This is an optimization exercise on Yosys and OpenROAD, whose aim is small area, a short achievable clock period and few clock cycles per item, not a production implementation. At most, simulation tests tie the RTL to the original design; equivalence was not proved. For runs 4 and 5, only the layout was checked, not whether the RTL still works.

$ cat constraint.sdc
create_clock -name core_clock -period 10.0 [get_ports {clk}]
set_input_delay 2.0000 -clock core_clock [delete_from_list [all_inputs] [get_ports {clk}]]
set_output_delay 2.0000 -clock core_clock [all_outputs]
set_load 0.01 [all_outputs]
$ cat design.v
module sha256_round_ctrl (
   input  logic        clk,
   input  logic        rst_n,
   input  logic        blk_valid,
   output logic        blk_ready,
   output logic        accept,
   output logic        first,
   output logic        prelast,
   output logic        last,
   output logic        busy,
   output logic        digest_valid,
   input  logic        digest_ready,
   output logic [31:0] k_nx    
);
   function automatic logic [31:0] k_tab1(input logic [5:0] c);
      case (c)
         6'd0: k_tab1 = 32'h71374491;
         6'd1: k_tab1 = 32'hb5c0fbcf;
         6'd2: k_tab1 = 32'he9b5dba5;
         6'd3: k_tab1 = 32'h3956c25b;
         6'd4: k_tab1 = 32'h59f111f1;
         6'd5: k_tab1 = 32'h923f82a4;
         6'd6: k_tab1 = 32'hab1c5ed5;
         6'd7: k_tab1 = 32'hd807aa98;
         6'd8: k_tab1 = 32'h12835b01;
         6'd9: k_tab1 = 32'h243185be;
         6'd10: k_tab1 = 32'h550c7dc3;
         6'd11: k_tab1 = 32'h72be5d74;
         6'd12: k_tab1 = 32'h80deb1fe;
         6'd13: k_tab1 = 32'h9bdc06a7;
         6'd14: k_tab1 = 32'hc19bf174;
         6'd15: k_tab1 = 32'he49b69c1;
         6'd16: k_tab1 = 32'hefbe4786;
         6'd17: k_tab1 = 32'h0fc19dc6;
         6'd18: k_tab1 = 32'h240ca1cc;
         6'd19: k_tab1 = 32'h2de92c6f;
         6'd20: k_tab1 = 32'h4a7484aa;
         6'd21: k_tab1 = 32'h5cb0a9dc;
         6'd22: k_tab1 = 32'h76f988da;
         6'd23: k_tab1 = 32'h983e5152;
         6'd24: k_tab1 = 32'ha831c66d;
         6'd25: k_tab1 = 32'hb00327c8;
         6'd26: k_tab1 = 32'hbf597fc7;
         6'd27: k_tab1 = 32'hc6e00bf3;
         6'd28: k_tab1 = 32'hd5a79147;
         6'd29: k_tab1 = 32'h06ca6351;
         6'd30: k_tab1 = 32'h14292967;
         6'd31: k_tab1 = 32'h27b70a85;
         6'd32: k_tab1 = 32'h2e1b2138;
         6'd33: k_tab1 = 32'h4d2c6dfc;
         6'd34: k_tab1 = 32'h53380d13;
         6'd35: k_tab1 = 32'h650a7354;
         6'd36: k_tab1 = 32'h766a0abb;
         6'd37: k_tab1 = 32'h81c2c92e;
         6'd38: k_tab1 = 32'h92722c85;
         6'd39: k_tab1 = 32'ha2bfe8a1;
         6'd40: k_tab1 = 32'ha81a664b;
         6'd41: k_tab1 = 32'hc24b8b70;
         6'd42: k_tab1 = 32'hc76c51a3;
         6'd43: k_tab1 = 32'hd192e819;
         6'd44: k_tab1 = 32'hd6990624;
         6'd45: k_tab1 = 32'hf40e3585;
         6'd46: k_tab1 = 32'h106aa070;
         6'd47: k_tab1 = 32'h19a4c116;
         6'd48: k_tab1 = 32'h1e376c08;
         6'd49: k_tab1 = 32'h2748774c;
         6'd50: k_tab1 = 32'h34b0bcb5;
         6'd51: k_tab1 = 32'h391c0cb3;
         6'd52: k_tab1 = 32'h4ed8aa4a;
         6'd53: k_tab1 = 32'h5b9cca4f;
         6'd54: k_tab1 = 32'h682e6ff3;
         6'd55: k_tab1 = 32'h748f82ee;
         6'd56: k_tab1 = 32'h78a5636f;
         6'd57: k_tab1 = 32'h84c87814;
         6'd58: k_tab1 = 32'h8cc70208;
         6'd59: k_tab1 = 32'h90befffa;
         6'd60: k_tab1 = 32'ha4506ceb;
         6'd61: k_tab1 = 32'hbef9a3f7;
         6'd62: k_tab1 = 32'hc67178f2;
         6'd63: k_tab1 = 32'h00000000;
         default: k_tab1 = 32'h0;
      endcase
   endfunction
   logic [5:0] cnt;
   logic       run, dv;
   assign blk_ready    = ~first & ~run & (~dv | digest_ready);
   assign accept       = blk_valid & blk_ready;
   assign busy         = first | run;
   assign digest_valid = dv;
   assign k_nx         = k_tab1(cnt);
   always_ff @(posedge clk or negedge rst_n) begin
      if (!rst_n) begin
         first   <= 1'b0;
         run     <= 1'b0;
         dv      <= 1'b0;
         prelast <= 1'b0;
         last    <= 1'b0;
         cnt     <= '0;
      end else begin
         first   <= accept;
         prelast <= run & (cnt == 6'd62);
         last    <= prelast;
         if (accept) begin
            cnt <= '0;
            dv  <= 1'b0;
         end else begin
            cnt <= cnt + 6'd1;
            if (last) dv <= 1'b1;
            else if (digest_ready) dv <= 1'b0;
         end
         if (first) run <= 1'b1;
         else if (last) run <= 1'b0;
      end
   end
endmodule
module sha256_round (
   input  logic [31:0] a_q,
   input  logic [31:0] b_q,
   input  logic [31:0] c_q,
   input  logic [31:0] e_q,
   input  logic [31:0] f_q,
   input  logic [31:0] g_q,
   input  logic [31:0] p_in,
   input  logic [31:0] q_in,
   output logic [31:0] a_nx,
   output logic [31:0] e_nx
);
   logic [31:0] s1, ch, s0, maj;
   logic [31:0] x1, y1, x2, y2, x3, y3, xe, ye;
   assign s1  = {e_q[5:0], e_q[31:6]} ^ {e_q[10:0], e_q[31:11]} ^ {e_q[24:0], e_q[31:25]};
   assign ch  = (e_q & f_q) ^ (~e_q & g_q);
   assign s0  = {a_q[1:0], a_q[31:2]} ^ {a_q[12:0], a_q[31:13]} ^ {a_q[21:0], a_q[31:22]};
   assign maj = (a_q & b_q) ^ (a_q & c_q) ^ (b_q & c_q);
   assign xe = q_in ^ s1 ^ ch;
   assign ye = {(q_in[30:0] & s1[30:0]) | (q_in[30:0] & ch[30:0]) | (s1[30:0] & ch[30:0]), 1'b0};
   assign e_nx = xe + ye;
   assign x1 = p_in ^ ch ^ maj;
   assign y1 = {(p_in[30:0] & ch[30:0]) | (p_in[30:0] & maj[30:0]) | (ch[30:0] & maj[30:0]), 1'b0};
   assign x2 = x1 ^ y1 ^ s1;
   assign y2 = {(x1[30:0] & y1[30:0]) | (x1[30:0] & s1[30:0]) | (y1[30:0] & s1[30:0]), 1'b0};
   assign x3 = x2 ^ y2 ^ s0;
   assign y3 = {(x2[30:0] & y2[30:0]) | (x2[30:0] & s0[30:0]) | (y2[30:0] & s0[30:0]), 1'b0};
   assign a_nx = x3 + y3;
endmodule
module add32_bk (
   input  logic [31:0] x,
   input  logic [31:0] y,
   output logic [31:0] s
);
   logic [31:0] p, gg, pp;
   always_comb begin
      p  = x ^ y;
      gg = x & y;
      pp = p;
      for (int l = 0; l < 5; l++) begin
         for (int i = (2 << l) - 1; i < 32; i += (2 << l)) begin
            gg[i] = gg[i] | (pp[i] & gg[i - (1 << l)]);
            pp[i] = pp[i] & pp[i - (1 << l)];
         end
      end
      for (int l = 3; l >= 0; l--) begin
         for (int i = 3 * (1 << l) - 1; i < 32; i += (2 << l)) begin
            gg[i] = gg[i] | (pp[i] & gg[i - (1 << l)]);
            pp[i] = pp[i] & pp[i - (1 << l)];
         end
      end
      s = p ^ {gg[30:0], 1'b0};
   end
endmodule
module csa32 (
   input  logic [31:0] x,
   input  logic [31:0] y,
   input  logic [31:0] z,
   output logic [31:0] s,
   output logic [31:0] c
);
   assign s = x ^ y ^ z;
   assign c = {(x[30:0] & y[30:0]) | (x[30:0] & z[30:0]) | (y[30:0] & z[30:0]), 1'b0};
endmodule
module sha256_core (
   input  logic         clk,
   input  logic         rst_n,
   input  logic         blk_valid,
   output logic         blk_ready,
   input  logic [511:0] blk_data,
   input  logic [255:0] hash_in,
   output logic         busy,
   output logic         digest_valid,
   input  logic         digest_ready,
   output logic [255:0] digest_out
);
   localparam logic [31:0] K0 = 32'h428a2f98;
   function automatic logic [31:0] ror(input logic [31:0] x, input int n);
      ror = (x >> n) | (x << (32 - n));
   endfunction
   function automatic logic [31:0] sig0(input logic [31:0] x);
      sig0 = ror(x, 7) ^ ror(x, 18) ^ (x >> 3);
   endfunction
   function automatic logic [31:0] sig1(input logic [31:0] x);
      sig1 = ror(x, 17) ^ ror(x, 19) ^ (x >> 10);
   endfunction
   logic        accept, first, prelast, last, fin;
   logic [31:0] k_nx;
   sha256_round_ctrl u_ctrl (
      .clk(clk), .rst_n(rst_n),
      .blk_valid(blk_valid), .blk_ready(blk_ready),
      .accept(accept), .first(first), .prelast(prelast), .last(last),
      .busy(busy), .digest_valid(digest_valid), .digest_ready(digest_ready),
      .k_nx(k_nx)
   );
   assign fin = prelast | last;
   logic [31:0] a_q, b_q, c_q, e_q, f_q, g_q, p_q, q_q, kw_q;
   logic [31:0] chain [8];
   logic [31:0] w [16];
   logic [31:0] a_nx, e_nx;
   sha256_round u_round (
      .a_q(a_q), .b_q(b_q), .c_q(c_q), .e_q(e_q), .f_q(f_q), .g_q(g_q),
      .p_in(p_q), .q_in(q_q), .a_nx(a_nx), .e_nx(e_nx)
   );
   logic [31:0] ws0, wc0, ws1, wc1, wx, wy, w_new;
   csa32 u_wc0 (.x(sig1(w[14])), .y(w[9]), .z(w[0]), .s(ws0), .c(wc0));
   csa32 u_wc1 (.x(ws0), .y(wc0), .z(sig0(w[1])), .s(ws1), .c(wc1));
   assign wx    = fin ? a_q : ws1;
   assign wy    = fin ? (last ? chain[1] : chain[2]) : wc1;
   assign w_new = wx + wy;
   logic [31:0] kx, ky, k_sum, kw_nx;
   assign kx    = fin ? e_q : k_nx;
   assign ky    = fin ? (last ? chain[5] : chain[6]) : w[1];
   assign k_sum = kx + ky;
   assign kw_nx = prelast ? chain[7] : k_sum;
   logic [31:0] p_g, p_x, q_c, q_g, q_kw, q_y;
   logic [31:0] ps0, pc0, qs0, qc0, qs1, qc1, p_nx, q_nx;
   assign p_g  = first ? chain[7] : g_q;
   assign p_x  = first ? K0 : (prelast ? chain[0] : 32'h0);
   assign q_c  = first ? chain[3] : c_q;
   assign q_g  = first ? chain[7] : (last ? 32'h0 : g_q);
   assign q_kw = last ? 32'h0 : kw_q;
   assign q_y  = first ? K0 : (prelast ? chain[4] : (last ? chain[3] : 32'h0));
   csa32 u_pc0 (.x(p_g), .y(kw_q), .z(p_x), .s(ps0), .c(pc0));
   assign p_nx = ps0 + pc0;
   csa32 u_qc0 (.x(q_c), .y(q_g), .z(q_kw), .s(qs0), .c(qc0));
   csa32 u_qc1 (.x(qs0), .y(qc0), .z(q_y), .s(qs1), .c(qc1));
   assign q_nx = qs1 + qc1;
   always_ff @(posedge clk) begin
      if (first) begin
         {a_q, b_q, c_q} <= {chain[0], chain[1], chain[2]};
         {e_q, f_q, g_q} <= {chain[4], chain[5], chain[6]};
      end else begin
         a_q <= a_nx;
         b_q <= a_q;
         c_q <= b_q;
         e_q <= e_nx;
         f_q <= e_q;
         g_q <= f_q;
      end
      p_q <= p_nx;
      q_q <= q_nx;
   end
   always_ff @(posedge clk) begin
      if (accept) kw_q <= blk_data[511:480];
      else        kw_q <= kw_nx;
   end
   always_ff @(posedge clk) begin
      if (accept) begin
         for (int i = 0; i < 16; i++) w[i] <= blk_data[(15 - i) * 32 +: 32];
      end else begin
         for (int i = 0; i < 15; i++) w[i] <= w[i + 1];
         w[15] <= w_new;
      end
   end
   always_ff @(posedge clk) begin
      if (accept) begin
         for (int i = 0; i < 8; i++) chain[i] <= hash_in[(7 - i) * 32 +: 32];
      end else if (prelast) begin
         chain[2] <= w_new;
         chain[6] <= k_sum;
      end else if (last) begin
         chain[0] <= a_nx;
         chain[1] <= w_new;
         chain[3] <= q_nx;
         chain[4] <= e_nx;
         chain[5] <= k_sum;
         chain[7] <= p_nx;
      end
   end
   assign digest_out = {chain[0], chain[1], chain[2], chain[3],
                        chain[4], chain[5], chain[6], chain[7]};
endmodule
$ cat standard.sh
#!/bin/bash
# synth_recipe.tcl (not shown) runs the flow's synth.tcl, then flattens the netlist and writes it again
# the make line also repeats each setting of config.mk as NAME=value (left out here)
make -C /OpenROAD-flow-scripts/flow DESIGN_CONFIG=/design/flow/config.mk WORK_HOME=/design/flow/orfs CLKGATE_MAP_FILE= SYNTH_SCRIPT=/design/flow/synth_recipe.tcl "${@:-finish}"
$ cat flow/run.sh
#!/bin/bash
set -euo pipefail
export BUFFER_PORTS_ARGS="-buffer_cell sky130_fd_sc_hd__buf_1"
bash standard.sh > standard_flow.log 2>&1
$ cat config.mk
export PLATFORM = sky130hd
export DESIGN_NAME = sha256_core
export DESIGN_NICKNAME = sha256_core
export VERILOG_FILES = /design/flow/design.v
export SDC_FILE = /design/flow/constraint.sdc
export NUM_CORES = 4
export LEC_CHECK = 0
export CAP_MARGIN = 20
export CORE_MARGIN = 2
export CORE_UTILIZATION = 40
export SETUP_SLACK_MARGIN = 5
export SLEW_MARGIN = 20
==> results of run 1 <==
[area by class of cell]
class,instances,area share
tap,2030,0.0336
timing repair buffer,1284,0.0886
sequential,1067,0.319
inverter,512,0.0259
clock inverter,72,0.0130
multi-input combinational,5054,0.475
antenna,29,0.000960
clock buffer,151,0.0437
[worst min-delay path by stage]
stage / to / slack, ns / start / depth (start not counted)
floorplan: u_ctrl.last$_DFF_PN0_ / 0.35 / u_ctrl.prelast$_DFF_PN0_ / 0
global placement: w[3][24]$_DFF_P_ / 0.40 / w[4][24]$_DFF_P_ / 2
detailed placement: w[4][5]$_DFF_P_ / 0.40 / w[5][5]$_DFF_P_ / 2
CTS: w[3][12]$_DFF_P_ / 0.40 / w[4][12]$_DFF_P_ / 2
global route: w[9][1]$_DFF_P_ / 0.40 / w[10][1]$_DFF_P_ / 2
finish: w[9][1]$_DFF_P_ / 0.41 / w[10][1]$_DFF_P_ / 2
[logic make-up after synthesis]
logic type	after synthesis
compound gates	1108
xor+xnor	421
fa+ha+maj	520
buf+inv	926
flops	1067
mux	372
simple gates	2631
[worst reg2reg max path: cells and delay by family, from the launching register on]
kind	cells	cell delay (ns)
AOI/OAI and AO/OA	6	1.32
xor gates and xnor gates	1	0.19
adders and majority gates	5	2.09
buffers and inverters	3	0.21
DFF	1	0.33
muxes	1	0.28
and+or+nand+nor	1	0.34
[per-stage QoR]
step | setup WS, ns | instances | util | hold WS, ns
final | 5.01 | 10199 | 0.497 | 0.410
after global routing | 4.93 | 10181 | 0.497 | 0.398
after CTS | 4.95 | 10094 | 0.486 | 0.400
after detailed placement | 3.30 | 9775 | 0.440 | 0.404
after global placement | 3.39 | 9774 | 0.440 | 0.403
after floorplan | 5.03 | 7045 | - | 0.352
[state kept, by name, summed over array words and instances (netlist names), 6 cells and up]
register    cells
w             512
chain         256
a_q            32
b_q            32
c_q            32
e_q            32
f_q            32
g_q            32
kw_q           32
p_q            32
q_q            32
u_ctrl.cnt      6
[routing by layer]
metal	global-route usage	vias up
met1	0.512	28075
met3	0.103	744
met2	0.627	3254
met4	0.191	42
met5	0	-
li1	-	25036
[timing repair]
item,CTS,global route
buffers inserted,80,73
pin swaps,51,127
setup endpoints to repair,311,148
cloned,16,3
hold buffers,0,0
gates resized for setup,372,242
[cells in the mapped netlist, types with 40 or more instances]
master / instances
mux2_2: 204
clkbuf_1: 325
a21oi_1: 201
dfxtp_1: 800
nand2_1: 2106
nor3_1: 40
fa_1: 281
inv_1: 508
xor2_1: 149
xnor2_1: 272
mux2i_1: 157
nand3_1: 46
buf_2: 56
ha_1: 209
nor2_1: 251
o21ai_0: 428
edfxtp_1: 256
a21o_1: 120
==> results.tsv, run 1 <==
stage	metric	value	unit
clocking	cts.sinks	1067	
logic_synthesis	synth-seq-area-share	0.391	
sta	max_freq	200	MHz
logic_synthesis	synthAdderAreaFrac	0.139	
logic_synthesis	synth.avg_cell_area	8.71	um^2
worst_setup_path	endpoint	chain[0][19]$_DFFE_PP_	
final_layout	area_delta_synth_final	23.2	%
logic_synthesis	syn_area	0.0613	mm^2
sta	final-setup-viol-count	0	
logic_synthesis	syn_nets	8307	
global_routing	gr-total-overflow	0	
placement	place_hpwl	251	mm
routing	final_antenna_net_count	0	
worst_setup_path	cp.depth	17	
logic_synthesis	yosys.area.top_type_share	0.261	
sta	slew_headroom	0.157	
die	core-area	0.152	mm^2
die	die_y	396	um
routing	wl_met3	32.8	mm
logic_synthesis	synth_top_family_by_area	simple AND/OR/NAND/NOR gates	
global_routing	antenna_found_initial	60	
clocking	htreeDepth	3	
worst_hold_path	hp-class	flip-flop to flip-flop	
logic_synthesis	muxShareOfSynthArea	0.0670	
routing	dr_wl_met2	143	mm
logic_synthesis	synth_top_area_cell	dfxtp_1	
worst_setup_path	cp-startpoint	a_q[6]$_DFF_P_	
die	start_util	0.403	
clocking	cts.clk_slew.worst_paths	0.07	ns
routing	highest_layer	met5	
worst_setup_path	crit_path_end_kind	flip-flop	
routing	vias_per_cell	5.60	
outcome	status	no timing/DRC/antenna violations	
sta	min_period	4.99	ns
routing	routed_wl	322	mm
die	dieWidth	396	um
worst_setup_path	reg2reg_from	a_q[6]$_DFF_P_	
flow_run	cap_violations	0	
logic_synthesis	synth_xor_area_frac	0.0601	
logic_synthesis	synth_edf_count	256	
die	rows	143	
logic_synthesis	ys_types	87	
sta	finalSetupTns	0	ns
logic_synthesis	synth_area_leaders	dfxtp_1, nand2_1, edfxtp_1	
placement	dpl-instance-area	0.0669	mm^2
final_layout	drive_gt1_frac	0.132	
final_layout	final_cell_mix	nand2_1, buf_1, dfxtp_1, inv_1, o21ai_0	
worst_setup_path	reg2reg_slack	5.01	ns
worst_setup_path	r2r-end	chain[0][19]$_DFFE_PP_	
logic_synthesis	synthSimpleGateAreaFrac	0.171	
global_routing	grt_max_degree	244	
routing	firstDrtPassIters	6	
clocking	clock_latency	0.81	ns
logic_synthesis	yosysWarnings	6	
sta	maxSlewViolCount	0	
routing	wl_per_cell	31.5	um
sta	tightestPinTransition	1.26	ns
clocking	cts_tree	done	
routing	drc	0	
worst_setup_path	crit_buf_inv	3	
worst_setup_path	critPathLaunchType	flip-flop	
worst_setup_path	crit_family	adder cells	
routing	drt-met1-wl	127	mm
sta	rsz0062_at_grt	true	
worst_setup_path	worstPathArrival	5.52	ns
final_layout	stdcell_area	0.0756	mm^2
final_layout	seqCellArea	0.0241	mm^2
global_routing	grt_pass1_wl	436	mm
clocking	numCtsBuffers	117	
sta	min_period_over_period	0.499	
placement	port_buffers	1030	
clocking	clock-root-buffer	clkbuf_16	
worst_setup_path	cpPeakStageDelay	0.54	ns
clocking	clockBufferDepth	3	
global_routing	track_usage	0.399	
routing	drt_iter0_drc	6245	
final_layout	final_nets	9298	
global_routing	grt_pass1_vias	55439	
final_layout	mostFrequentLayoutCell	nand2_1	
worst_setup_path	critPathRequiredTime	10.53	ns
logic_synthesis	ys.flop_type	dfxtp_1	
worst_setup_path	reg2regPathDepth	17	
routing	route.vias.total	57151	
logic_synthesis	synthArstFlopShare	0.0103	
logic_synthesis	synth-compound-area-share	0.114	
die	die_area	0.156	mm^2
final_layout	multi_input_area	0.0359	mm^2
sta	hold_violations	0	
placement	place.gp.congestion	0.999	
worst_setup_path	cp_max_fo	4	
worst_setup_path	crit_slowest_cell	fa_1	
sta	fin_worst_skew	0.0446	ns
logic_synthesis	ys_seq_elements	1067	
worst_setup_path	cp_cell_sequence	buf_12, maj3_2, fa_1, inv_1, fa_1, inv_2, fa_1, ha_4, a21o_1, or3_4, o221a_4, a21oi_4, o21bai_1, a21oi_2, o21ai_2, xor2_2, mux2_4	
worst_setup_path	cp_common_cell	fa_1	
final_layout	n_fill_cell	14972	
logic_synthesis	synthCells	7045	
worst_setup_path	path_class	flip-flop to flip-flop	
die	num_io_pins	1031	
Testbench counts, summed over its fixed seeds: cycles 16,904, blocks 256.
==> run 2: changes to the inputs <==
--- a/config.mk
+++ b/config.mk
@@ -6,4 +6,5 @@
 export NUM_CORES = 4
 export LEC_CHECK = 0
+export ABC_AREA = 1
 export CAP_MARGIN = 20
 export CORE_MARGIN = 2
==> results.tsv, run 2 <==
stage	metric	value	unit	change
outcome	status	no timing/DRC/antenna violations		unchanged
sta	fin_worst_skew	0.0776	ns	was 0.0446 ns
final_layout	regMostFlops	w		unchanged
worst_hold_path	min-delay-start	w[4][3]$_DFF_P_		was w[10][1]$_DFF_P_
logic_synthesis	synth_top_area_cell	dfxtp_1		unchanged
worst_setup_path	critPathLaunchType	flip-flop		unchanged
final_layout	final_nets	10946		was 9,298
worst_setup_path	cp_cell_sequence	xnor2_1, xor2_1, fa_1, inv_1, fa_1, ha_1, a21oi_1, o21ai_0, a21oi_1, nand2_1, or2_2, nand3_1, nand2_1		was buf_12, maj3_2, fa_1, inv_1, fa_1, inv_2, fa_1, ha_4, a21o_1, or3_4, o221a_4, a21oi_4, o21bai_1, a21oi_2, o21ai_2, xor2_2, mux2_4
placement	place_hpwl	321	mm	was 251 mm
logic_synthesis	synth-seq-area-share	0.371		was 0.391
global_routing	grt_pass1_wl	508	mm	was 436 mm
final_layout	n_fill_cell	16885		was 14,972
routing	final_antenna_net_count	0		unchanged
final_layout	area_delta_synth_final	15.3	%	was 23.2%
worst_setup_path	reg2reg_slack	4.84	ns	was 5.01 ns
global_routing	gr-total-overflow	0		unchanged
logic_synthesis	synthCells	8837		was 7,045
worst_hold_path	holdPathEnd	w[3][3]$_DFF_P_		was w[9][1]$_DFF_P_
logic_synthesis	synth_xor_area_frac	0.0414		was 0.0601
logic_synthesis	ys_types	54		was 87
routing	vias_per_cell	5.66		was 5.60
clocking	cts.clk_slew.worst_paths	0.06	ns	was 0.07 ns
worst_hold_path	hold_depth	2		unchanged
sta	max_freq	194	MHz	was 200 MHz
routing	drt_iter0_drc	9753		was 6,245
flow_run	cap_violations	0		unchanged
sta	min_period_over_period	0.516		was 0.499
clocking	cts_tree	done		unchanged
logic_synthesis	synth-compound-area-share	0.0958		was 0.114
routing	wl_per_cell	32.3	um	was 31.5 um
final_layout	final_cell_mix	nand2_1, inv_1, buf_1, dfxtp_1, o21ai_0		was nand2_1, buf_1, dfxtp_1, inv_1, o21ai_0
worst_setup_path	cpPeakStageDelay	0.79	ns	was 0.54 ns
die	num_io_pins	1031		unchanged
worst_setup_path	reg2reg_from	e_q[15]$_DFF_P_		was a_q[6]$_DFF_P_
sta	setup_ws	4.84	ns	was 5.01 ns
placement	dp_slack	4.50	ns	was 3.30 ns
logic_synthesis	synthTopCellsByCount	nand2_1, inv_1, dfxtp_1, o21ai_0, nand3_1		was nand2_1, dfxtp_1, inv_1, o21ai_0, clkbuf_1
worst_setup_path	r2r-end	chain[0][14]$_DFFE_PP_		was chain[0][19]$_DFFE_PP_
worst_setup_path	crit_buf_inv	1		was 3
logic_synthesis	synthArstFlopShare	0.0103		unchanged
worst_setup_path	crit_family	adder cells		unchanged
routing	firstDrtPassIters	9		was 6
worst_hold_path	hp-class	flip-flop to flip-flop		unchanged
die	die_y	406	um	was 396 um
die	core-area	0.160	mm^2	was 0.152 mm^2
sta	rsz0062_at_grt	true		unchanged
die	dieWidth	406	um	was 396 um
sta	tightestPinTransition	1.21	ns	was 1.26 ns
logic_synthesis	muxShareOfSynthArea	0.00263		was 0.0670
worst_setup_path	path_class	flip-flop to flip-flop		unchanged
routing	drc	0		unchanged
logic_synthesis	synth.avg_cell_area	7.31	um^2	was 8.71 um^2
global_routing	grt_max_degree	231		was 244
logic_synthesis	yosysWarnings	6		unchanged
final_layout	mostFrequentLayoutCell	nand2_1		unchanged
placement	port_buffers	1030		unchanged
worst_setup_path	cp_max_fo	6		was 4
clocking	clock_latency	0.82	ns	was 0.81 ns
clocking	htreeDepth	3		unchanged
global_routing	grt_pass1_vias	62503		was 55,439
sta	finalSetupTns	0	ns	unchanged
logic_synthesis	synth_top_family_by_area	simple AND/OR/NAND/NOR gates		unchanged
logic_synthesis	synth_area_leaders	dfxtp_1, nand2_1, edfxtp_1		unchanged
clocking	clockBufferDepth	3		unchanged
placement	place.gp.congestion	1.11		was 0.999
die	rows	147		was 143
logic_synthesis	synthSimpleGateAreaFrac	0.268		was 0.171
clocking	clock-root-buffer	clkbuf_16		unchanged
die	start_util	0.403		about the same
logic_synthesis	yosys.area.top_type_share	0.248		was 0.261
sta	maxSlewViolCount	0		unchanged
worst_setup_path	critPathRequiredTime	10.52	ns	was 10.53 ns
routing	routed_wl	387	mm	was 322 mm
sta	final-setup-viol-count	0		unchanged
final_layout	drive_gt1_frac	0.0388		was 0.132
worst_setup_path	crit_slowest_cell	xor2_1		was fa_1
sta	min_period	5.16	ns	was 4.99 ns
clocking	cts.sinks	1067		unchanged
sta	hold_slack	0.407	ns	was 0.410 ns
logic_synthesis	synth_edf_count	256		unchanged
logic_synthesis	ys_seq_elements	1067		unchanged
worst_setup_path	worstPathArrival	5.68	ns	was 5.52 ns
clocking	numCtsBuffers	118		was 117
logic_synthesis	syn_area	0.0646	mm^2	was 0.0613 mm^2
die	die_area	0.165	mm^2	was 0.156 mm^2
worst_setup_path	reg2regPathDepth	13		was 17
global_routing	track_usage	0.453		was 0.399
logic_synthesis	syn_nets	10099		was 8,307
logic_synthesis	synth.most_common_cell	nand2_1		unchanged
routing	route.vias.total	67816		was 57,151
final_layout	largestRegisters	w x512, chain x256		unchanged
logic_synthesis	ys.flop_type	dfxtp_1		unchanged
logic_synthesis	synthAdderAreaFrac	0.128		was 0.139
sta	hold_violations	0		unchanged
worst_setup_path	crit_path_end_kind	flip-flop		unchanged
global_routing	antenna_found_initial	40		was 60
sta	slew_headroom	0.189		was 0.157
final_layout	largest_reg_flops	512		unchanged
## run 2: cell count changes after synthesis, moves of 61 or more
cell / change
clkbuf_1: -105
nand2_1: +1272
nor2_1: +93
mux2_2: -204
inv_1: +586
nand3_1: +385
a21oi_1: +190
o22ai_1: +64
o21ai_0: +61
mux2i_1: -140
a21o_1: -112
xnor2_1: -119
## run 2: through the flow
stage                     cells  utilization  cell area [um^2]
after global routing      11959        0.464             74500
after global placement    11715        0.436             69900
after detailed placement  11716        0.436             69900
after CTS                 11942        0.462             74100
after floorplan            8837            -             64600
final                     11978        0.465             74500
## run 2: layout make-up
type,instances,area [um^2],share of cell area
Multi-Input combinational cell,6287,34800,0.467
Sequential cell,1067,24000,0.322
Timing Repair Buffer,1106,4670,0.0627
Inverter,1104,4180,0.0561
Clock buffer,173,3400,0.0456
Tap cell,2160,2700,0.0363
Clock inverter,52,638,0.00857
Antenna cell,29,72.6,0.000974
## run 2: tightest hold or removal path, cell delays in order, from the launching register on
cell	delay, ns
dfxtp_1	0.30
nand2_1	0.05
nand2_1	0.05
## run 2: timing repair
action / in CTS / in global routing
buffers inserted: 0 / 4
cloned: 1 / 3
setup endpoints to repair: 90 / 179
hold buffers: 0 / 0
resized for setup: 24 / 76
## run 2: metal layers
metal | track usage | vias up | wire length [um]
met5 | 0 | - | 78
met4 | 0.265 | 12 | 26800
met3 | 0.140 | 889 | 48800
met2 | 0.645 | 4724 | 159000
met1 | 0.601 | 32706 | 152000
li1 | - | 29485 | -
## run 2: worst max-delay path by stage
stage	cells after the start	to	start	slack (ns)
2_1_floorplan	8	chain[0][0]$_DFFE_PP_	digest_ready	5.32
3_3_place_gp	17	chain[3][15]$_DFFE_PP_	u_ctrl.first$_DFF_PN0_	4.55
3_5_place_dp	11	chain[1][15]$_DFFE_PP_	digest_ready	4.50
4_1_cts	21	chain[3][27]$_DFFE_PP_	u_ctrl.first$_DFF_PN0_	5.00
5_1_grt	14	chain[0][12]$_DFFE_PP_	e_q[13]$_DFF_P_	4.92
6_report	13	chain[0][14]$_DFFE_PP_	e_q[15]$_DFF_P_	4.84
## run 2: cells by family after synthesis
group           count (synthesis)
simple gates                 4344
fa+ha+maj                     491
xor+xnor                      305
mux                            17
buf+inv                      1483
flops                        1067
compound gates               1130
==> run 3: changes to the inputs <==
--- a/config.mk
+++ b/config.mk
@@ -6,8 +6,7 @@
 export NUM_CORES = 4
 export LEC_CHECK = 0
-export ABC_AREA = 1
 export CAP_MARGIN = 20
 export CORE_MARGIN = 2
-export CORE_UTILIZATION = 40
+export CORE_UTILIZATION = 50
 export SETUP_SLACK_MARGIN = 5
 export SLEW_MARGIN = 20
==> results.tsv, run 3 <==
stage	metric	value	unit	change
global_routing	grt_pass1_vias	53987		was 62,503
clocking	cts_tree	done		unchanged
sta	hold_slack	0.405	ns	was 0.407 ns
final_layout	n_fill_cell	11002		was 16,885
logic_synthesis	synth_area_leaders	dfxtp_1, nand2_1, edfxtp_1		unchanged
worst_setup_path	cp_max_fo	6		unchanged
placement	place_hpwl	240	mm	was 321 mm
die	die_area	0.125	mm^2	was 0.165 mm^2
worst_hold_path	min-delay-start	w[5][13]$_DFF_P_		was w[4][3]$_DFF_P_
die	start_util	0.504		was 0.403
routing	wl_per_cell	31.4	um	was 32.3 um
logic_synthesis	synth.avg_cell_area	8.71	um^2	was 7.31 um^2
worst_setup_path	critPathLaunchType	flip-flop		unchanged
worst_setup_path	reg2regPathDepth	17		was 13
die	core-area	0.122	mm^2	was 0.160 mm^2
clocking	ctsHoldBuffers	0		unchanged
worst_setup_path	crit_buf_inv	3		was 1
final_layout	largest_reg_flops	512		unchanged
die	rows	128		was 147
worst_setup_path	cp_common_cell	fa_1		
logic_synthesis	ys.flop_type	dfxtp_1		unchanged
global_routing	grtUsageMet2	0.678		was 0.645
routing	final_antenna_net_count	0		unchanged
worst_setup_path	reg2reg_from	a_q[3]$_DFF_P_		was e_q[15]$_DFF_P_
worst_hold_path	holdPathEnd	w[4][13]$_DFF_P_		was w[3][3]$_DFF_P_
logic_synthesis	syn_area	0.0613	mm^2	was 0.0646 mm^2
outcome	status	no timing/DRC/antenna violations		unchanged
worst_setup_path	crit_path_end_kind	flip-flop		unchanged
logic_synthesis	syn_nets	8307		was 10,099
clocking	clock-root-buffer	clkbuf_16		unchanged
clocking	cts.clk_slew.worst_paths	0.06	ns	about the same
logic_synthesis	synth_top_area_cell	dfxtp_1		unchanged
worst_setup_path	critPathRequiredTime	10.48	ns	was 10.52 ns
logic_synthesis	synth_edf_count	256		unchanged
logic_synthesis	synthTopCellsByCount	nand2_1, dfxtp_1, inv_1, o21ai_0, clkbuf_1		was nand2_1, inv_1, dfxtp_1, o21ai_0, nand3_1
sta	slew_headroom	0.122		was 0.189
routing	vias_per_cell	5.92		was 5.66
global_routing	use_met1	0.584		was 0.601
routing	routed_wl	305	mm	was 387 mm
global_routing	met3_usage	0.170		was 0.140
logic_synthesis	ys_seq_elements	1067		unchanged
final_layout	regMostFlops	w		unchanged
placement	port_buffers	1030		unchanged
global_routing	gr-total-overflow	0		unchanged
placement	place.gp.congestion	1.08		was 1.11
routing	route.vias.total	57533		was 67,816
die	dieWidth	354	um	was 406 um
global_routing	grt-busiest-layer	met2		unchanged
final_layout	seqCellArea	0.0241	mm^2	was 0.0240 mm^2
final_layout	multi_input_area	0.0355	mm^2	was 0.0348 mm^2
sta	max_freq	193	MHz	was 194 MHz
worst_setup_path	cpPeakStageDelay	0.53	ns	was 0.79 ns
final_layout	drive_gt1_frac	0.117		was 0.0388
sta	rsz0062_at_grt	true		unchanged
worst_setup_path	crit_slowest_cell	fa_1		was xor2_1
routing	firstDrtPassIters	7		was 9
final_layout	area_delta_synth_final	19.7	%	was 15.3%
worst_setup_path	reg2reg_slack	4.83	ns	was 4.84 ns
sta	hold_violations	0		unchanged
final_layout	mostFrequentLayoutCell	nand2_1		unchanged
clocking	htreeDepth	3		unchanged
sta	min_period_over_period	0.517		was 0.516
clocking	clockBufferDepth	3		unchanged
global_routing	grt_max_degree	190		was 231
routing	drc	0		unchanged
flow_run	cap_violations	0		unchanged
logic_synthesis	synthCells	7045		was 8,837
final_layout	final_cell_mix	nand2_1, buf_1, dfxtp_1, inv_1, o21ai_0		was nand2_1, inv_1, buf_1, dfxtp_1, o21ai_0
die	die_y	354	um	was 406 um
logic_synthesis	synth.most_common_cell	nand2_1		unchanged
worst_hold_path	hp-class	flip-flop to flip-flop		unchanged
logic_synthesis	synthArstFlopShare	0.0103		unchanged
worst_setup_path	worstPathArrival	5.64	ns	was 5.68 ns
clocking	clock_latency	0.79	ns	was 0.82 ns
worst_hold_path	hold_depth	2		unchanged
sta	finalSetupTns	0	ns	unchanged
worst_setup_path	cp_cell_sequence	maj3_2, fa_1, inv_1, fa_1, inv_1, fa_1, ha_1, o21ai_0, o21bai_1, o2111ai_2, a21o_4, a21oi_2, a41o_1, buf_4, nor2_4, xor2_2, o21ai_0		was xnor2_1, xor2_1, fa_1, inv_1, fa_1, ha_1, a21oi_1, o21ai_0, a21oi_1, nand2_1, or2_2, nand3_1, nand2_1
sta	tightestPinTransition	1.31	ns	was 1.21 ns
worst_setup_path	r2r-end	chain[0][28]$_DFFE_PP_		was chain[0][14]$_DFFE_PP_
worst_setup_path	crit_family	adder cells		unchanged
global_routing	antenna_found_initial	51		was 40
clocking	cts.sinks	1067		unchanged
routing	drt_iter0_drc	7797		was 9,753
final_layout	final_nets	9236		was 10,946
worst_setup_path	path_class	flip-flop to flip-flop		unchanged
clocking	numCtsBuffers	113		was 118
global_routing	track_usage	0.468		was 0.453
sta	fin_worst_skew	0.0643	ns	was 0.0776 ns
sta	maxSlewViolCount	0		unchanged
final_layout	largestRegisters	w x512, chain x256		unchanged
sta	min_period	5.17	ns	was 5.16 ns
logic_synthesis	ys_types	87		was 54
logic_synthesis	yosys.area.top_type_share	0.261		was 0.248
logic_synthesis	yosysWarnings	6		unchanged
die	num_io_pins	1031		unchanged
global_routing	grt_pass1_wl	410	mm	was 508 mm
logic_synthesis	synth-seq-area-share	0.391		was 0.371
sta	final-setup-viol-count	0		unchanged
[run 3: logic make-up (layout without fill, tap and decap cells)]
group | after synthesis | in the layout | synth area share
muxes | 372 | 372 | 0.0670
buffers and inverters | 926 | 1945 | 0.0578
xor gates and xnor gates | 421 | 421 | 0.0601
AOI/OAI and AO/OA | 1108 | 1108 | 0.114
and+or+nand+nor | 2631 | 2633 | 0.171
other | 0 | 32 | 0
DFF | 1067 | 1067 | 0.391
adders and majority gates | 520 | 520 | 0.139
[run 3: worst max-delay path by stage]
| stage | from | to | slack, ns | cells past startpoint |
|---|---|---|---|---|
| 2_1_floorplan | digest_ready | chain[0][0]$_DFFE_PP_ | 5.03 | 7 |
| 3_3_place_gp | u_ctrl.prelast$_DFF_PN0_ | chain[3][31]$_DFFE_PP_ | 3.83 | 15 |
| 3_5_place_dp | u_ctrl.prelast$_DFF_PN0_ | chain[3][31]$_DFFE_PP_ | 3.77 | 15 |
| 4_1_cts | u_ctrl.cnt[1]$_DFF_PN0_ | chain[5][30]$_DFFE_PP_ | 4.93 | 23 |
| 5_1_grt | c_q[14]$_DFF_P_ | chain[0][30]$_DFFE_PP_ | 4.68 | 16 |
| 6_report | a_q[3]$_DFF_P_ | chain[0][28]$_DFFE_PP_ | 4.83 | 17 |
[run 3: per-layer routing]
metal / share of wire / routed length (um)
met1: 0.37 / 113000
met2: 0.42 / 127000
met3: 0.13 / 40400
met4: 0.080 / 24500
met5: 0.0018 / 552
[run 3: layout make-up]
cell class / count / area share
inverter: 512 / 0.0265
antenna: 32 / 0.00109
timing repair buffer: 1226 / 0.0804
sequential: 1067 / 0.329
clock buffer: 151 / 0.0427
clock inverter: 56 / 0.00963
multi-input combinational: 5054 / 0.483
tap: 1625 / 0.0277
[run 3: through the flow]
stage                     cell area (um^2)  setup slack, ns  utilization  instances
after global placement               66300             3.83        0.544       9354
after CTS                            71600             4.93        0.588       9613
after detailed placement             66300             3.77        0.544       9354
after floorplan                      61400             5.03            -       7045
final                                73400             4.83        0.603       9723
after global routing                 73400             4.68        0.603       9707
[run 3: what timing repair did]
action                                  in CTS  in global routing
buffers inserted                            47                 74
gates resized for setup                    263                253
endpoints found under the hold margin        0                  0
pin swaps                                   39                 75
gates cloned                                 5                  3
endpoints found under the setup margin     267                154
[run 3: tightest hold or removal path, cell delays in order, from the launching register on]
cell and delay, ns:
dfxtp_1 0.30, nand2_1 0.05, nand2_1 0.04
==> run 4: changes to the inputs <==
--- a/design.v
+++ b/design.v
@@ -6,6 +6,8 @@
    output logic        accept,
    output logic        first,
+   output logic        pre2,
    output logic        prelast,
    output logic        last,
+   output logic        dv1,
    output logic        busy,
    output logic        digest_valid,
@@ -92,4 +94,6 @@
       if (!rst_n) begin
          first   <= 1'b0;
+         pre2    <= 1'b0;
+         dv1     <= 1'b0;
          run     <= 1'b0;
          dv      <= 1'b0;
@@ -99,5 +103,7 @@
       end else begin
          first   <= accept;
-         prelast <= run & (cnt == 6'd62);
+         pre2    <= run & (cnt == 6'd61);
+         prelast <= pre2;
+         dv1     <= last;
          last    <= prelast;
          if (accept) begin
@@ -200,14 +206,16 @@
       sig1 = ror(x, 17) ^ ror(x, 19) ^ (x >> 10);
    endfunction
-   logic        accept, first, prelast, last, fin;
+   logic        accept, first, pre2, prelast, last, dv1, fin, kfin;
    logic [31:0] k_nx;
    sha256_round_ctrl u_ctrl (
       .clk(clk), .rst_n(rst_n),
       .blk_valid(blk_valid), .blk_ready(blk_ready),
-      .accept(accept), .first(first), .prelast(prelast), .last(last),
+      .accept(accept), .first(first), .pre2(pre2), .prelast(prelast),
+      .last(last), .dv1(dv1),
       .busy(busy), .digest_valid(digest_valid), .digest_ready(digest_ready),
       .k_nx(k_nx)
    );
-   assign fin = prelast | last;
+   assign fin  = pre2 | prelast | last;
+   assign kfin = prelast | last;
    logic [31:0] a_q, b_q, c_q, e_q, f_q, g_q, p_q, q_q, kw_q;
    logic [31:0] chain [8];
@@ -222,22 +230,17 @@
    csa32 u_wc1 (.x(ws0), .y(wc0), .z(sig0(w[1])), .s(ws1), .c(wc1));
    assign wx    = fin ? a_q : ws1;
-   assign wy    = fin ? (last ? chain[1] : chain[2]) : wc1;
+   assign wy    = fin ? (last ? chain[1] : (prelast ? chain[2] : chain[3])) : wc1;
    assign w_new = wx + wy;
    logic [31:0] kx, ky, k_sum, kw_nx;
-   assign kx    = fin ? e_q : k_nx;
-   assign ky    = fin ? (last ? chain[5] : chain[6]) : w[1];
+   assign kx    = kfin ? e_q : k_nx;
+   assign ky    = kfin ? (last ? chain[5] : chain[6]) : w[1];
    assign k_sum = kx + ky;
    assign kw_nx = prelast ? chain[7] : k_sum;
-   logic [31:0] p_g, p_x, q_c, q_g, q_kw, q_y;
-   logic [31:0] ps0, pc0, qs0, qc0, qs1, qc1, p_nx, q_nx;
-   assign p_g  = first ? chain[7] : g_q;
-   assign p_x  = first ? K0 : (prelast ? chain[0] : 32'h0);
-   assign q_c  = first ? chain[3] : c_q;
-   assign q_g  = first ? chain[7] : (last ? 32'h0 : g_q);
-   assign q_kw = last ? 32'h0 : kw_q;
-   assign q_y  = first ? K0 : (prelast ? chain[4] : (last ? chain[3] : 32'h0));
-   csa32 u_pc0 (.x(p_g), .y(kw_q), .z(p_x), .s(ps0), .c(pc0));
+   logic [31:0] p_x, q_y, ps0, pc0, qs0, qc0, qs1, qc1, p_nx, q_nx;
+   assign p_x = first ? K0 : (prelast ? chain[0] : 32'h0);
+   assign q_y = first ? K0 : (prelast ? chain[4] : 32'h0);
+   csa32 u_pc0 (.x(g_q), .y(kw_q), .z(p_x), .s(ps0), .c(pc0));
    assign p_nx = ps0 + pc0;
-   csa32 u_qc0 (.x(q_c), .y(q_g), .z(q_kw), .s(qs0), .c(qc0));
+   csa32 u_qc0 (.x(c_q), .y(g_q), .z(kw_q), .s(qs0), .c(qc0));
    csa32 u_qc1 (.x(qs0), .y(qc0), .z(q_y), .s(qs1), .c(qc1));
    assign q_nx = qs1 + qc1;
@@ -249,8 +252,13 @@
          a_q <= a_nx;
          b_q <= a_q;
-         c_q <= b_q;
          e_q <= e_nx;
          f_q <= e_q;
-         g_q <= f_q;
+         if (accept) begin
+            c_q <= hash_in[159:128];
+            g_q <= hash_in[31:0];
+         end else begin
+            c_q <= b_q;
+            g_q <= f_q;
+         end
       end
       p_q <= p_nx;
@@ -272,17 +280,19 @@
       if (accept) begin
          for (int i = 0; i < 8; i++) chain[i] <= hash_in[(7 - i) * 32 +: 32];
+      end else if (pre2) begin
+         chain[3] <= w_new;
       end else if (prelast) begin
          chain[2] <= w_new;
          chain[6] <= k_sum;
       end else if (last) begin
-         chain[0] <= a_nx;
          chain[1] <= w_new;
-         chain[3] <= q_nx;
-         chain[4] <= e_nx;
          chain[5] <= k_sum;
          chain[7] <= p_nx;
-      end
-   end
-   assign digest_out = {chain[0], chain[1], chain[2], chain[3],
-                        chain[4], chain[5], chain[6], chain[7]};
-endmodule
+      end else if (dv1) begin
+         chain[0] <= a_q;
+         chain[4] <= e_q;
+      end
+   end
+   assign digest_out = {dv1 ? a_q : chain[0], chain[1], chain[2], chain[3],
+                        dv1 ? e_q : chain[4], chain[5], chain[6], chain[7]};
+endmodule
--- a/config.mk
+++ b/config.mk
@@ -8,5 +8,6 @@
 export CAP_MARGIN = 20
 export CORE_MARGIN = 2
-export CORE_UTILIZATION = 50
+export CORE_UTILIZATION = 40
+export CTS_BUF_LIST = sky130_fd_sc_hd__clkbuf_4 sky130_fd_sc_hd__clkbuf_8
 export SETUP_SLACK_MARGIN = 5
 export SLEW_MARGIN = 20
==> results.tsv, run 4 <==
stage	metric	value	unit	change
worst_setup_path	reg2reg_from	w[14][11]$_DFF_P_		was a_q[3]$_DFF_P_
placement	place_hpwl	275	mm	was 240 mm
sta	hold_slack	0.392	ns	was 0.405 ns
clocking	cts_tree	done		unchanged
clocking	clock-root-buffer	clkbuf_8		was clkbuf_16
logic_synthesis	synth.most_common_cell	nand2_1		unchanged
worst_hold_path	holdPathEnd	w[9][8]$_DFF_P_		was w[4][13]$_DFF_P_
final_layout	area_delta_synth_final	20.6	%	was 19.7%
final_layout	largestRegisters	w x512, chain x256		unchanged
final_layout	drive_gt1_frac	0.133		was 0.117
clocking	clockBufferDepth	3		unchanged
logic_synthesis	synthArstFlopShare	0.0122		was 0.0103
logic_synthesis	synth_top_area_cell	dfxtp_1		unchanged
logic_synthesis	synthTopCellsByCount	nand2_1, dfxtp_1, inv_1, o21ai_0, clkbuf_1		unchanged
clocking	cts.clk_slew.worst_paths	0.07	ns	was 0.06 ns
logic_synthesis	synth_edf_count	256		unchanged
worst_setup_path	worstPathArrival	5.87	ns	was 5.64 ns
global_routing	grt_max_degree	183		was 190
sta	maxSlewViolCount	1		was 0
sta	slew_headroom	-0.00205		was 0.122
die	die_y	397	um	was 354 um
logic_synthesis	yosys.area.top_type_share	0.259		was 0.261
die	die_area	0.158	mm^2	was 0.125 mm^2
worst_hold_path	hp-class	flip-flop to flip-flop		unchanged
logic_synthesis	syn_area	0.0619	mm^2	was 0.0613 mm^2
routing	firstDrtPassIters	8		was 7
worst_setup_path	r2r-end	w[15][31]$_DFF_P_		was chain[0][28]$_DFFE_PP_
routing	routed_wl	343	mm	was 305 mm
global_routing	grt_pass1_vias	56323		was 53,987
logic_synthesis	synth_area_leaders	dfxtp_1, edfxtp_1, nand2_1		was dfxtp_1, nand2_1, edfxtp_1
logic_synthesis	synthCells	7140		was 7,045
outcome	status	finished with violations		was no timing/DRC/antenna violations
worst_setup_path	critPathLaunchType	flip-flop		unchanged
final_layout	largest_reg_flops	512		unchanged
routing	drc	0		unchanged
worst_hold_path	hold_depth	2		unchanged
logic_synthesis	ys_types	79		was 87
logic_synthesis	synth.avg_cell_area	8.66	um^2	was 8.71 um^2
final_layout	final_core_util	0.485		was 0.603
final_layout	regMostFlops	w		unchanged
worst_setup_path	critPathRequiredTime	10.82	ns	was 10.48 ns
worst_setup_path	crit_path_end_kind	flip-flop		unchanged
final_layout	mostFrequentLayoutCell	nand2_1		unchanged
sta	max_freq	198	MHz	was 193 MHz
die	start_util	0.402		was 0.504
die	core-area	0.154	mm^2	was 0.122 mm^2
outcome	so_faults	max-capacitance violations, max-slew violations		
routing	drt_iter0_drc	6733		was 7,797
logic_synthesis	synth-seq-area-share	0.388		was 0.391
logic_synthesis	ys.flop_type	dfxtp_1		unchanged
sta	rsz0062_at_grt	true		unchanged
clocking	numCtsBuffers	189		was 113
sta	finalSetupTns	0	ns	unchanged
placement	port_buffers	1030		unchanged
placement	place.gp.congestion	1.07		was 1.08
routing	vias_per_cell	5.67		was 5.92
global_routing	antenna_found_initial	54		was 51
worst_hold_path	min-delay-start	w[10][8]$_DFF_P_		was w[5][13]$_DFF_P_
clocking	htreeDepth	4		was 3
final_layout	final_nets	9401		was 9,236
logic_synthesis	ys_seq_elements	1069		was 1,067
sta	hold_violations	0		unchanged
routing	wl_per_cell	33.1	um	was 31.4 um
sta	min_period_over_period	0.505		was 0.517
global_routing	grt_pass1_wl	456	mm	was 410 mm
placement	place_inst	9881		was 9,354
logic_synthesis	yosysWarnings	6		unchanged
die	num_io_pins	1031		unchanged
sta	final-setup-viol-count	0		unchanged
clocking	cts.sinks	1069		was 1,067
final_layout	final_cells	10363		was 9,723
worst_setup_path	reg2reg_slack	4.95	ns	was 4.83 ns
sta	fin_worst_skew	0.0569	ns	was 0.0643 ns
clocking	clock_latency	1.00	ns	was 0.79 ns
flow_run	cap_violations	1		was 0
global_routing	gr-total-overflow	0		unchanged
die	rows	144		was 128
logic_synthesis	syn_nets	8406		was 8,307
worst_setup_path	path_class	flip-flop to flip-flop		unchanged
sta	tightestPinTransition	1.49	ns	was 1.31 ns
die	dieWidth	397	um	was 354 um
global_routing	track_usage	0.422		was 0.468
worst_setup_path	reg2regPathDepth	16		was 17
routing	final_antenna_net_count	0		unchanged
worst_setup_path	cp_max_fo	4		was 6
routing	route.vias.total	58713		was 57,533
sta	min_period	5.05	ns	was 5.17 ns
final_layout	final_cell_mix	nand2_1, buf_1, dfxtp_1, inv_1, o21ai_0		unchanged
-- run 4: through the flow --
stage	area, um^2	setup slack, ns
after floorplan	61900	5.15
after global placement	67500	3.64
after detailed placement	67600	3.69
after CTS	73300	4.98
after global routing	74500	4.87
final	74600	4.95
-- run 4: how the worst max path moves through the flow --
| stage | start | cells after the start | to |
|---|---|---|---|
| 6_report | w[14][11]$_DFF_P_ | 16 | w[15][31]$_DFF_P_ |
| 5_1_grt | w[14][11]$_DFF_P_ | 16 | w[15][31]$_DFF_P_ |
| 4_1_cts | u_ctrl.cnt[0]$_DFF_PN0_ | 23 | chain[5][25]$_DFFE_PP_ |
| 3_5_place_dp | u_ctrl.cnt[2]$_DFF_PN0_ | 18 | chain[5][30]$_DFFE_PP_ |
| 3_3_place_gp | u_ctrl.cnt[1]$_DFF_PN0_ | 19 | chain[5][25]$_DFFE_PP_ |
| 2_1_floorplan | u_ctrl.cnt[2]$_DFF_PN0_ | 20 | chain[5][25]$_DFFE_PP_ |
-- run 4: kinds of logic (layout without fill, tap and decap cells) --
logic type / count (synthesis) / after routing / synth area share
buffers and inverters: 977 / 2130 / 0.0594
adders and majority gates: 524 / 524 / 0.139
and+or+nand+nor: 2529 / 2529 / 0.165
other: 0 / 26 / 0
muxes: 338 / 338 / 0.0601
DFF: 1069 / 1069 / 0.388
AOI/OAI and AO/OA: 1297 / 1297 / 0.131
xor gates and xnor gates: 406 / 406 / 0.0575
-- run 4: routing by layer --
layer	GRT usage	wire (um)
met5	0	256
met4	0.334	32400
met3	0.0982	31800
met2	0.637	149000
met1	0.518	130000
-- run 4: worst max-delay path, cell delays in order (launching register included) --
cell and delay (ns):
dfxtp_4 0.38, xor2_2 0.19, xnor2_2 0.15, fa_1 0.63, fa_1 0.46, a21oi_2 0.17
ha_1 0.27, a211oi_2 0.28, o211ai_1 0.19, and4_4 0.26, o2111ai_4 0.21, o211ai_1 0.21
a221o_1 0.43, o21bai_2 0.24, mux2i_4 0.37, o21ai_0 0.17, buf_4 0.26
-- run 4: timing repair --
item / 4_1_cts / 5_1_grt
cloned: 2 / 1
gates resized for setup: 263 / 201
endpoints found under the setup margin: 203 / 115
hold buffers: 0 / 0
pin swaps: 35 / 80
setup buffers: 53 / 51
-- run 4: area by class of cell --
cell class,count,area [um^2]
clock inverter,62,706
multi-input combinational,5094,35700
tap,2044,2560
sequential,1069,24200
fill,15338,79300
clock buffer,287,3560
inverter,553,2110
antenna,26,65.1
timing repair buffer,1228,5770
==> run 5: changes to the inputs <==
--- a/design.v
+++ b/design.v
@@ -84,5 +84,5 @@
       endcase
    endfunction
-   logic [5:0] cnt;
+   logic [5:0] cnt, cnt_nx;
    logic       run, dv;
    assign blk_ready    = ~first & ~run & (~dv | digest_ready);
@@ -90,5 +90,8 @@
    assign busy         = first | run;
    assign digest_valid = dv;
-   assign k_nx         = k_tab1(cnt);
+   assign cnt_nx       = accept ? 6'd0 : cnt + 6'd1;
+   always_ff @(posedge clk) begin
+      k_nx <= k_tab1(cnt_nx);
+   end
    always_ff @(posedge clk or negedge rst_n) begin
       if (!rst_n) begin
@@ -107,9 +110,8 @@
          dv1     <= last;
          last    <= prelast;
+         cnt     <= cnt_nx;
          if (accept) begin
-            cnt <= '0;
             dv  <= 1'b0;
          end else begin
-            cnt <= cnt + 6'd1;
             if (last) dv <= 1'b1;
             else if (digest_ready) dv <= 1'b0;
==> flow/run.sh (replaced) <==
#!/bin/bash
set -euo pipefail
export BUFFER_PORTS_ARGS="-buffer_cell sky130_fd_sc_hd__buf_1"
bash standard.sh SETUP_SLACK_MARGIN=5.4 finish > standard_flow.log 2>&1
--- a/config.mk
+++ b/config.mk
@@ -10,4 +10,3 @@
 export CORE_UTILIZATION = 40
 export CTS_BUF_LIST = sky130_fd_sc_hd__clkbuf_4 sky130_fd_sc_hd__clkbuf_8
-export SETUP_SLACK_MARGIN = 5
 export SLEW_MARGIN = 20
==> results.tsv, run 5 <==
stage	metric	value	unit	change
outcome	status	no timing/DRC/antenna violations		was finished with violations
sta	slew_headroom	0.294		was -0.00205
logic_synthesis	syn_area	0.0627	mm^2	was 0.0619 mm^2
die	dieWidth	400	um	was 397 um
logic_synthesis	yosysWarnings	6		unchanged
routing	drc	0		unchanged
final_layout	n_fill_cell	15203		was 15,338
logic_synthesis	synth_top_area_cell	dfxtp_1		unchanged
worst_setup_path	reg2regPathDepth	19		was 16
logic_synthesis	ys_seq_elements	1101		was 1,069
sta	tightestPinTransition	1.05	ns	was 1.49 ns
worst_setup_path	worstPathArrival	5.90	ns	was 5.87 ns
logic_synthesis	synthArstFlopShare	0.0118		was 0.0122
placement	place_hpwl	269	mm	was 275 mm
final_layout	final_core_util	0.490		was 0.485
sta	min_period	5.06	ns	was 5.05 ns
routing	wl_per_cell	32.4	um	was 33.1 um
placement	port_buffers	1030		unchanged
sta	rsz0062_at_grt	true		unchanged
worst_hold_path	min-delay-start	w[10][25]$_DFF_P_		was w[10][8]$_DFF_P_
final_layout	regMostFlops	w		unchanged
logic_synthesis	synth_edf_count	256		unchanged
worst_setup_path	crit_path_end_kind	flip-flop		unchanged
worst_setup_path	critPathLaunchType	flip-flop		unchanged
logic_synthesis	synth_xor_area_frac	0.0594		was 0.0575
final_layout	drive_gt1_frac	0.145		was 0.133
clocking	clockBufferDepth	3		unchanged
worst_setup_path	reg2reg_slack	4.94	ns	was 4.95 ns
sta	hold_violations	0		unchanged
clocking	clock-root-buffer	clkbuf_8		unchanged
final_layout	mostFrequentLayoutCell	nand2_1		unchanged
global_routing	track_usage	0.405		was 0.422
worst_hold_path	hold_depth	2		unchanged
logic_synthesis	ys.flop_type	dfxtp_1		unchanged
logic_synthesis	muxShareOfSynthArea	0.0633		was 0.0601
worst_setup_path	r2r-end	a_q[31]$_DFF_P_		was w[15][31]$_DFF_P_
die	num_io_pins	1031		unchanged
final_layout	area_delta_synth_final	21.9	%	was 20.6%
worst_setup_path	cp-startpoint	e_q[3]$_DFF_P_		was w[14][11]$_DFF_P_
clocking	cts.clk_slew.worst_paths	0.07	ns	about the same
logic_synthesis	synth_area_leaders	dfxtp_1, edfxtp_1, nand2_1		unchanged
routing	routed_wl	339	mm	was 343 mm
logic_synthesis	synth-compound-area-share	0.130		was 0.131
sta	fin_worst_skew	0.0659	ns	was 0.0569 ns
final_layout	final_nets	9485		was 9,401
die	start_util	0.402		about the same
die	die_y	400	um	was 397 um
die	rows	145		was 144
final_layout	final_cell_mix	nand2_1, buf_1, dfxtp_1, inv_1, o21ai_0		unchanged
logic_synthesis	synthCells	7178		was 7,140
logic_synthesis	synth.avg_cell_area	8.73	um^2	was 8.66 um^2
global_routing	gr-total-overflow	0		unchanged
worst_hold_path	holdPathEnd	w[9][25]$_DFF_P_		was w[9][8]$_DFF_P_
flow_run	cap_violations	0		was 1
placement	place.gp.congestion	1.06		was 1.07
routing	firstDrtPassIters	9		was 8
worst_setup_path	reg2reg_from	e_q[3]$_DFF_P_		was w[14][11]$_DFF_P_
sta	finalSetupTns	0	ns	unchanged
logic_synthesis	yosys.area.top_type_share	0.266		was 0.259
routing	vias_per_cell	5.66		was 5.67
clocking	cts_tree	done		unchanged
global_routing	grt_max_degree	190		was 183
logic_synthesis	syn_nets	8439		was 8,406
worst_setup_path	path_class	flip-flop to flip-flop		unchanged
sta	max_freq	198	MHz	about the same
global_routing	grt_pass1_wl	446	mm	was 456 mm
logic_synthesis	synthAdderAreaFrac	0.136		was 0.139
global_routing	antenna_found_initial	53		was 54
logic_synthesis	synth.most_common_cell	nand2_1		unchanged
die	die_area	0.160	mm^2	was 0.158 mm^2
final_layout	largest_reg_flops	512		unchanged
worst_setup_path	cp_max_fo	5		was 4
logic_synthesis	synth_top_family_by_area	simple AND/OR/NAND/NOR gates		unchanged
clocking	ctsHoldBuffers	0		unchanged
routing	final_antenna_net_count	0		unchanged
logic_synthesis	synth-seq-area-share	0.394		was 0.388
global_routing	grt_pass1_vias	55017		was 56,323
routing	route.vias.total	59301		was 58,713
clocking	clock_latency	0.97	ns	was 1.00 ns
clocking	numCtsBuffers	197		was 189
sta	min_period_over_period	0.506		was 0.505
logic_synthesis	synthTopCellsByCount	nand2_1, dfxtp_1, inv_1, o21ai_0, clkbuf_1		unchanged
logic_synthesis	ys_types	80		was 79
logic_synthesis	synthSimpleGateAreaFrac	0.159		was 0.165
worst_hold_path	hp-class	flip-flop to flip-flop		unchanged
clocking	cts.sinks	1101		was 1,069
final_layout	largestRegisters	w x512, chain x256		unchanged
routing	drt_iter0_drc	7574		was 6,733
sta	final-setup-viol-count	0		unchanged
die	core-area	0.156	mm^2	was 0.154 mm^2
worst_setup_path	critPathRequiredTime	10.84	ns	was 10.82 ns
sta	maxSlewViolCount	0		was 1
clocking	htreeDepth	4		unchanged
==> run 5: routing by layer <==
| metal | part of all wire | up-vias | wire [um] | track usage |
|---|---|---|---|---|
| li1 | - | 25693 | - | - |
| met1 | 0.41 | 29220 | 138000 | 0.555 |
| met2 | 0.42 | 3624 | 141000 | 0.582 |
| met3 | 0.11 | 734 | 38400 | 0.108 |
| met4 | 0.063 | 30 | 21400 | 0.211 |
| met5 | 0.00054 | - | 184 | 0 |
==> run 5: layout make-up <==
type                       instances  area (um^2)  area share
multi-input combinational       5112        36000       0.472
sequential                      1101        24900       0.326
timing repair buffer            1265         6240      0.0817
clock buffer                     306         3830      0.0501
tap                             2058         2570      0.0337
inverter                         546         2090      0.0273
clock inverter                    60          649     0.00850
antenna                           28         70.1    0.000917
timing repair inverter             1         8.76    0.000115
==> run 5: per-stage QoR <==
stage / worst slack, ns / cells / instance area (um^2) / hold WS [ns]
4_1_cts: 4.95 / 10376 / 74800 / 0.405
5_1_grt: 4.83 / 10460 / 76300 / 0.423
3_3_place_gp: 3.70 / 9940 / 68400 / 0.402
6_report: 4.94 / 10477 / 76400 / 0.412
3_5_place_dp: 3.59 / 9942 / 68400 / 0.404
2_1_floorplan: 5.26 / 7178 / 62700 / 0.352
==> run 5: logic make-up after synthesis <==
family | count (synthesis)
mux | 365
compound gates | 1304
flops | 1101
fa+ha+maj | 519
xor+xnor | 424
simple gates | 2497
buf+inv | 968
==> run 5: worst max path at each step <==
stage	end	slack, ns	cells after the start
2_1_floorplan	a_q[31]$_DFF_P_	5.26	20
3_3_place_gp	w[8][24]$_DFF_P_	3.70	9
3_5_place_dp	w[8][5]$_DFF_P_	3.59	9
4_1_cts	a_q[31]$_DFF_P_	4.95	20
5_1_grt	a_q[31]$_DFF_P_	4.83	22
6_report	a_q[31]$_DFF_P_	4.94	19
==> run 5: repair_timing <==
action,in CTS,in global routing
gates resized for setup,323,227
endpoints found under the setup margin,669,190
gates cloned,4,6
buffers inserted,64,67
pin swaps,82,120
==> run 5: critical path: stages, from the launching register on <==
cell and delay, ns:
dfxtp_4 0.47, o21a_1 0.26, inv_1 0.10, fa_1 0.48, inv_1 0.05, fa_1 0.47, inv_1 0.05, fa_1 0.53
ha_4 0.23, nor2b_4 0.13, o31a_1 0.32, o311ai_4 0.26, buf_12 0.16, o41ai_4 0.08, o21a_1 0.21, a21o_1 0.17
a221o_1 0.37, o31ai_2 0.26, xnor2_1 0.08, mux2_2 0.25

-- static timing again, ports no longer ideal --
How much do the figures lean on ideal ports? The routed layouts below were timed once more, with nothing changed but the port constraints. Step 1: set_driving_cell puts a clkbuf_16 on clk and a buf_2 on each other input, an assumption about the parent block. Step 2 times the ports against the registers' clock, not the clock port: input delays grow and output delays shrink by t, the midpoint of the rising clock arrivals with the driver on. a / b / c = no drivers / after step 1 / after step 2; a / b = the first two.
run | t (ns) | slack for setup (ns) | worst setup path at the end | slew at the worst register clock pin (ns) | cell pins on the clock port's net
run 1 | 0.876 | 5.008 / 4.956 / 4.326 | input to register | 0.07 / 0.07 | 1
run 2 | 0.871 | 4.835 / 4.835 / 4.390 | input to register | 0.07 / 0.07 | 1
run 3 | 0.846 | 4.831 / 4.831 / 4.400 | input to register | 0.07 / 0.07 | 1
run 4 | 1.058 | 4.947 / 4.947 / 4.427 | input to register | 0.07 / 0.07 | 1
run 5 | 1.028 | 4.942 / 4.942 / 4.397 | input to register | 0.07 / 0.07 | 1
The setup slack of run 1, which loses most, moves by -0.052 ns with the drivers and by -0.682 ns with both steps.
